Context: an optimization exercise on an open-source flow, tuned for small area and few clock cycles per item. The choices shown serve that exercise and are no tape-out recipe.
RTL that was checked went through simulation tests only; none was proved equivalent to the original.

## the previous run
Design fp_mult_pipe, start of the top module:
module fp_mult_pipe #(
   parameter int EXP_W = 8,
   parameter int MAN_W = 23
) (
   input  logic                 clk,
   input  logic                 rst_n,
   input  logic                 in_valid,
   output logic                 in_ready,
   input  logic [EXP_W+MAN_W:0] x,
   input  logic [EXP_W+MAN_W:0] y,
   output logic                 out_valid,
   input  logic                 out_ready,
   output logic [EXP_W+MAN_W:0] result
   ,
   output logic [3:0]           flags
);
   localparam int W  = 1 + EXP_W + MAN_W;
   localparam int SW = MAN_W + 1;
   localparam int PW = 2 * SW;
   localparam int XW = EXP_W + 2;
   localparam logic [XW-1:0] BIAS = XW'(2**(EXP_W-1) - 1);
   localparam logic [XW-1:0] EMAX = XW'(2**EXP_W - 1);
   localparam logic [EXP_W-1:0] EONES = '1;
   localparam logic [W-1:0] QNAN = {1'b0, EONES, 1'b1, {(MAN_W-1){1'b0}}};
   logic v_q;
   logic load;
   assign load      = ~v_q | out_ready;
   assign in_ready  = load;
   assign out_valid = v_q;
   logic             sx, sy;
   logic [EXP_W-1:0] ex, ey;
   logic [MAN_W-1:0] mx, my;
   logic             zx, zy, infx, infy, nanx, nany;
   assign {sx, ex, mx} = x;
   assign {sy, ey, my} = y;
   assign zx   = (ex == '0);
  ...
For scale: ~2000 cells after synthesis, roughly 41 flip-flops, ~110 I/O pins, roughly 17000 um2 of cells after synthesis.
==> flow/config.mk <==
export PLATFORM = sky130hd
export DESIGN_NAME = fp_mult_pipe
export DESIGN_NICKNAME = fp_mult_pipe
export VERILOG_FILES = /design/flow/design.v
export SDC_FILE = /design/flow/constraint.sdc
export NUM_CORES = 4
export LEC_CHECK = 0
export CAP_MARGIN = 20
export CORE_MARGIN = 2
export CORE_UTILIZATION = 40
export CTS_BUF_LIST = sky130_fd_sc_hd__clkbuf_8
export GPL_TIMING_DRIVEN = 0
export SLEW_MARGIN = 20
==> flow/constraint.sdc <==
create_clock -name core_clock -period 7.5 [get_ports {clk}]
set_input_delay 1.5000 -clock core_clock [delete_from_list [all_inputs] [get_ports {clk}]]
set_output_delay 1.5000 -clock core_clock [all_outputs]
set_load 0.01 [all_outputs]
standard.sh (not shown) runs the stock make flow with config.mk's settings and CLKGATE_MAP_FILE= SYNTH_SCRIPT=/design/flow/synth_recipe.tcl, a recipe that flattens the netlist after the stock synthesis.
==> flow/flow/run.sh <==
#!/bin/bash
# Layout flow: the standard ORFS flow, with Yosys's generic `abc -fast` pass
# skipped in synthesis (synth -noabc), so that the full adders written in the RTL
# reach extract_fa as written and keep one polarity through the adder tree, and
# with every port buffered by a buf_2 instead of the default clkdlybuf4s50_1.
set -euo pipefail
cd "$(dirname "$0")/.."
export BUFFER_PORTS_ARGS="-buffer_cell sky130_fd_sc_hd__buf_2"
bash standard.sh synth SYNTH_ARGS=-noabc > synth.log 2>&1
bash standard.sh finish SYNTH_ARGS=-noabc > layout.log 2>&1
The previous run ran to completion and came out clean on the timing, DRC and antenna checks.
Testbench counts of the previous run, summed over its fixed seeds: cycles 16,008, items 16,000.
What the current run does differently from the previous run at the input level:
--- a/flow/design.v
+++ b/flow/design.v
@@ -1327,28 +1327,19 @@
    always_comb begin
       ones[0] = 1'b1;
       for (int i = 1; i < SW; i++)
          ones[i] = ones[i-1] & man_n[i-1];
    end
    assign frac = man_n[MAN_W-1:0] ^ ({MAN_W{rnd}} & ones[MAN_W-1:0]);
    assign cry  = rnd & ones[SW-1] & man_n[SW-1];
-   logic [1:0] inc;
-   logic [2:0] ovf_k, unf_k;
-   logic [EXP_W-1:0] eo_k [3];
-   assign inc = {1'b0, msb} + {1'b0, cry};
-   always_comb begin
-      for (int k = 0; k < 3; k++) begin
-         ovf_k[k] = ({1'b0, e_q} + XW'(k)) >= EMAX + BIAS;
-         unf_k[k] = ({1'b0, e_q} + XW'(k)) <= BIAS;
-         eo_k[k]  = e_q[EXP_W-1:0] + EXP_W'(k) - BIAS[EXP_W-1:0];
-      end
-   end
-   assign ovf = ovf_k[inc];
-   assign unf = unf_k[inc];
-   assign e_o = eo_k[inc];
+   logic [XW-1:0] e_s;
+   assign e_s = {1'b0, e_q} + XW'(msb) + XW'(cry);
+   assign e_o = e_s[EXP_W-1:0] - BIAS[EXP_W-1:0];
+   assign ovf = (e_s >= EMAX + BIAS);
+   assign unf = (e_s <= BIAS);
    logic [W-1:0] r_d;
    logic [3:0]   f_d;
    always_comb begin
       r_d = {s_q, e_o, frac};
       f_d = {3'b000, inx};
       case (sc_q)
          2'b11: begin
--- outcome ---
- Diff the previous run -> the current run: number of inserted filler cells in the final layout went down by 8.8%; simple-gate area share of the yosys netlist fell 0.51 points; detailed-route via count lost 604; summed area of non-filler cells in the final layout moved up; global-route usage fell 1.1 points.
- The maximum number of pins on one net before global-route repair of the current run exceeds that of the previous run by 3.
- Higher post-route fraction of the period consumed by the critical path among the previous run and the current run: the current run
- On worst slack on hold paths, the current run does worse than the previous run.
- Across both runs, fraction of layout instances using a drive strength above 1 was higher for the current run than for the previous run.
Testbench counts of the current run, summed over its fixed seeds: cycles 16,008, items 16,000.

## violet
Another version of the RTL of fp_mult_pipe (not shown whole).
Size in the first run: ~1,800 cells after synthesis, about 110 I/O pins, about 16,000 µm² of cells after synthesis.
Settings: LEC_CHECK=0, CAP_MARGIN=20, CORE_MARGIN=2, CORE_UTILIZATION=40, CTS_BUF_LIST=sky130_fd_sc_hd__clkbuf_8, GPL_TIMING_DRIVEN=0, SLEW_MARGIN=20; clock period 7.5 ns.
==> flow/flow/run.sh <==
#!/bin/bash
# Layout flow: the standard ORFS flow (standard.sh) with three changes:
#  - synthesis skips Yosys's generic `abc -fast` pass (synth -noabc), so the full
#    adders written in the RTL reach extract_fa as written;
#  - the final ABC technology mapping uses flow/abc.script (area recovery under a
#    delay target, then gate sizing) instead of ORFS's abc_speed.script;
#  - every port is buffered by a buf_2 instead of the default clkdlybuf4s50_1.
set -euo pipefail
cd "$(dirname "$0")/.."
W=$(pwd)
export FLOW_SYNTH_TCL=$W/synth_recipe.tcl
export FLOW_ABC_SCRIPT=$W/flow/abc.script
export BUFFER_PORTS_ARGS="-buffer_cell sky130_fd_sc_hd__buf_2"
bash standard.sh synth SYNTH_ARGS=-noabc SYNTH_SCRIPT=$W/flow/synth.tcl > synth.log 2>&1
bash standard.sh finish SYNTH_ARGS=-noabc SYNTH_SCRIPT=$W/flow/synth.tcl > layout.log 2>&1
==> flow/flow/abc.script <==
strash
ifraig
dch -f
map -D 5500
topo
stime -c
buffer -c
upsize -c -D 5500
dnsize -c -D 5500
==> flow/flow/synth.tcl <==
# The standard flow's synthesis script (synth_recipe.tcl, sourced below unchanged), with the
# technology-mapping ABC run given our own script (flow/abc.script) in place of
# ORFS's abc_speed.script.  Only the combinational mapping changes; registers are
# mapped before ABC runs and keep their standard-synthesis names and cells.
proc abc {args} {
  set i [lsearch -exact $args -script]
  if { $i >= 0 } {
    lset args [expr {$i + 1}] $::env(FLOW_ABC_SCRIPT)
    puts "flow/synth.tcl: abc -script $::env(FLOW_ABC_SCRIPT)"
  }
  yosys abc {*}$args
}
source $::env(FLOW_SYNTH_TCL)
Testbench counts of violet, summed over its fixed seeds: cycles 16,008, items 16,000.
## Diff of input files: cedar against violet
--- a/flow/design.v
+++ b/flow/design.v
@@ -1617,21 +1617,21 @@
    assign rnd1  = ph_q[1] & (ph_q[0] | st_q | ph_q[2]);
    assign rnd0  = ph_q[0] & (st_q | ph_q[1]);
    assign rnd   = msb ? rnd1 : rnd0;
    assign inx   = ph_q[0] | st_q | (msb & ph_q[1]);
    always_comb begin
       ones[0] = 1'b1;
       for (int i = 1; i < SW; i++)
          ones[i] = ones[i-1] & man_n[i-1];
    end
    assign frac = man_n[MAN_W-1:0] ^ ({MAN_W{rnd}} & ones[MAN_W-1:0]);
-   assign cry  = rnd & (&ph_q[SW:2]) & (msb | ph_q[1]);
+   assign cry  = rnd & ones[SW-1] & man_n[SW-1];
    logic [XW-1:0] e_s;
    assign e_s = {1'b0, e_q} + XW'(msb) + XW'(cry);
    assign e_o = e_s[EXP_W-1:0] - BIAS[EXP_W-1:0];
    assign ovf = (e_s >= EMAX + BIAS);
    assign unf = (e_s <= BIAS);
    logic [W-1:0] r_d;
    logic [3:0]   f_d;
    always_comb begin
       r_d = {s_q, e_o, frac};
       f_d = {3'b000, inx};
Results
Relative to violet, maximum frequency has decreased by 0.81% in cedar.
Delta (cedar minus violet): post-route cell area saw an increase; detailed placement HPWL saw little to no change.
When cedar is measured against violet, its layout-stage area growth over the synthesis result turns out 2.2 points higher.
Re first-pass GRT wire length: cedar is about 1.2% up on violet.
cedar vs. violet: final critical delay including setup and external delays went up by 60 ps.
Relative to violet, synthesized cell count decreased by 6 in cedar.
Comparing violet and cedar, the lower complex-gate fraction of the synthesized area is on violet.
For number of instances in the placed design, violet and cedar come out practically identical.
The net count after synthesis of cedar and that of violet are within noise of each other.
Function not checked in cedar: the RTL went through the layout flow alone.

before:
Another version of the RTL of fp_mult_pipe (not shown whole).
Size: about 1800 cells after synthesis, about 41 flip-flops, about 110 I/O pins, roughly 0.017 sq mm of cells after synthesis.
clock: 7.5 ns
lec_check: 0
cap_margin: 20
core_margin: 2
core_utilization: 40
gpl_timing_driven: 0
slew_margin: 20
==> flow/flow/run.sh <==
#!/bin/bash
# Layout flow: the standard ORFS flow, with Yosys's generic `abc -fast` pass
# skipped in synthesis (synth -noabc), so that the full adders written in the RTL
# reach extract_fa as written and keep one polarity through the adder tree.
# The technology mapping abc pass at the end of synthesis still runs.
set -euo pipefail
cd "$(dirname "$0")/.."
bash standard.sh synth SYNTH_ARGS=-noabc > synth.log 2>&1
bash standard.sh finish SYNTH_ARGS=-noabc > layout.log 2>&1
### before -> after
--- a/flow/design.v
+++ b/flow/design.v
@@ -1305,45 +1305,59 @@
    end
    always_ff @(posedge clk) begin
       if (load) begin
          s_q   <= sx ^ sy;
          e_q   <= {1'b0, ex} + {1'b0, ey};
          ph_q  <= p[PW-1:MAN_W-1];
          st_q  <= st_d;
          sc_q  <= sc_d;
          inv_q <= inv_d;
       end
    end
-   logic             msb, grd, stk, rnd, cry, ovf, unf;
+   logic             msb, rnd1, rnd0, rnd, cry, ovf, unf, inx;
    logic [SW-1:0]    man_n;
-   logic [SW:0]      man_r;
+   logic [SW-1:0]    ones;    
    logic [MAN_W-1:0] frac;
-   logic [XW-1:0]    e_s;
    logic [EXP_W-1:0] e_o;
    assign msb   = ph_q[SW+1];
    assign man_n = msb ? ph_q[SW+1:2] : ph_q[SW:1];
-   assign grd   = msb ? ph_q[1] : ph_q[0];
-   assign stk   = msb ? (ph_q[0] | st_q) : st_q;
-   assign rnd   = grd & (stk | man_n[0]);
-   assign man_r = {1'b0, man_n} + (SW+1)'(rnd);
-   assign cry   = man_r[SW];
-   assign frac  = man_r[MAN_W-1:0];
-   assign e_s   = {1'b0, e_q} + XW'(msb) + XW'(cry);
-   assign e_o   = e_s[EXP_W-1:0] - BIAS[EXP_W-1:0];
-   assign ovf   = (e_s >= EMAX + BIAS);
-   assign unf   = (e_s <= BIAS);
+   assign rnd1  = ph_q[1] & (ph_q[0] | st_q | ph_q[2]);
+   assign rnd0  = ph_q[0] & (st_q | ph_q[1]);
+   assign rnd   = msb ? rnd1 : rnd0;
+   assign inx   = ph_q[0] | st_q | (msb & ph_q[1]);
+   always_comb begin
+      ones[0] = 1'b1;
+      for (int i = 1; i < SW; i++)
+         ones[i] = ones[i-1] & man_n[i-1];
+   end
+   assign frac = man_n[MAN_W-1:0] ^ ({MAN_W{rnd}} & ones[MAN_W-1:0]);
+   assign cry  = rnd & ones[SW-1] & man_n[SW-1];
+   logic [1:0] inc;
+   logic [2:0] ovf_k, unf_k;
+   logic [EXP_W-1:0] eo_k [3];
+   assign inc = {1'b0, msb} + {1'b0, cry};
+   always_comb begin
+      for (int k = 0; k < 3; k++) begin
+         ovf_k[k] = ({1'b0, e_q} + XW'(k)) >= EMAX + BIAS;
+         unf_k[k] = ({1'b0, e_q} + XW'(k)) <= BIAS;
+         eo_k[k]  = e_q[EXP_W-1:0] + EXP_W'(k) - BIAS[EXP_W-1:0];
+      end
+   end
+   assign ovf = ovf_k[inc];
+   assign unf = unf_k[inc];
+   assign e_o = eo_k[inc];
    logic [W-1:0] r_d;
    logic [3:0]   f_d;
    always_comb begin
       r_d = {s_q, e_o, frac};
-      f_d = {3'b000, grd | stk};
+      f_d = {3'b000, inx};
       case (sc_q)
          2'b11: begin
             r_d = QNAN;
             f_d = {inv_q, 3'b000};
          end
          2'b10: begin
             r_d = {s_q, EONES, {MAN_W{1'b0}}};
             f_d = 4'b0000;
          end
          2'b01: begin
             r_d = {s_q, {(W-1){1'b0}}};
Results
- Compared after vs before, and worst setup slack after layout is down in after.
- after went all the way through synthesis, placement and routing and the layout is clean on timing, DRC and antenna.
- Both conditions hold for before: the flow ran to the end and the final layout passed the timing, DRC and antenna checks.
- Compared with before, in after xor/xnor share of the synthesized area decreased 0.99 points, fraction of area in clock buffers and inverters essentially unchanged, shortest period the worst path allows increased 0.0058 ns.
- Diff before -> after | fraction of area in multi-input gates | increase of 1.8 points
Testbench counts of after, summed over its fixed seeds: cycles 16,008, items 16,000.
Function not checked in before: the RTL went through the layout flow alone.

## static timing again, ports no longer ideal
The flow's constraints put no driver on any port. The routed layouts listed below were extracted and timed again, unchanged, in two steps.
Step 1, drivers: a clkbuf_16 drives clk and a buf_2 each remaining input, both assumed.
Step 2 moves the port delays by t, midway between the first and last clock arrival at a register: inputs arrive t later, outputs are due t later. That takes back most of the time a late clock gives input paths.
a / b / c = no drivers / after step 1 / after step 2; a / b = the first two.
run | t (ns) | setup WS [ns] | worst setup path after step 2
the previous run | 0.333 | 0.153 / 0.159 / -0.173 | input to register
the current run | 0.333 | 0.104 / 0.103 / -0.230 | input to register
violet | 0.324 | 0.182 / 0.189 / -0.134 | input to register
cedar | 0.327 | 0.122 / 0.127 / -0.200 | input to register
before | 0.324 | 0.120 / 0.137 / -0.187 | input to register
after | 0.320 | 0.114 / 0.126 / -0.194 | input to register
With both steps, setup timing fails in every run listed, where it was met with ideal ports. The setup slack of the current run, which loses most, moves by -0.001 ns with the drivers and by -0.334 ns with both steps.
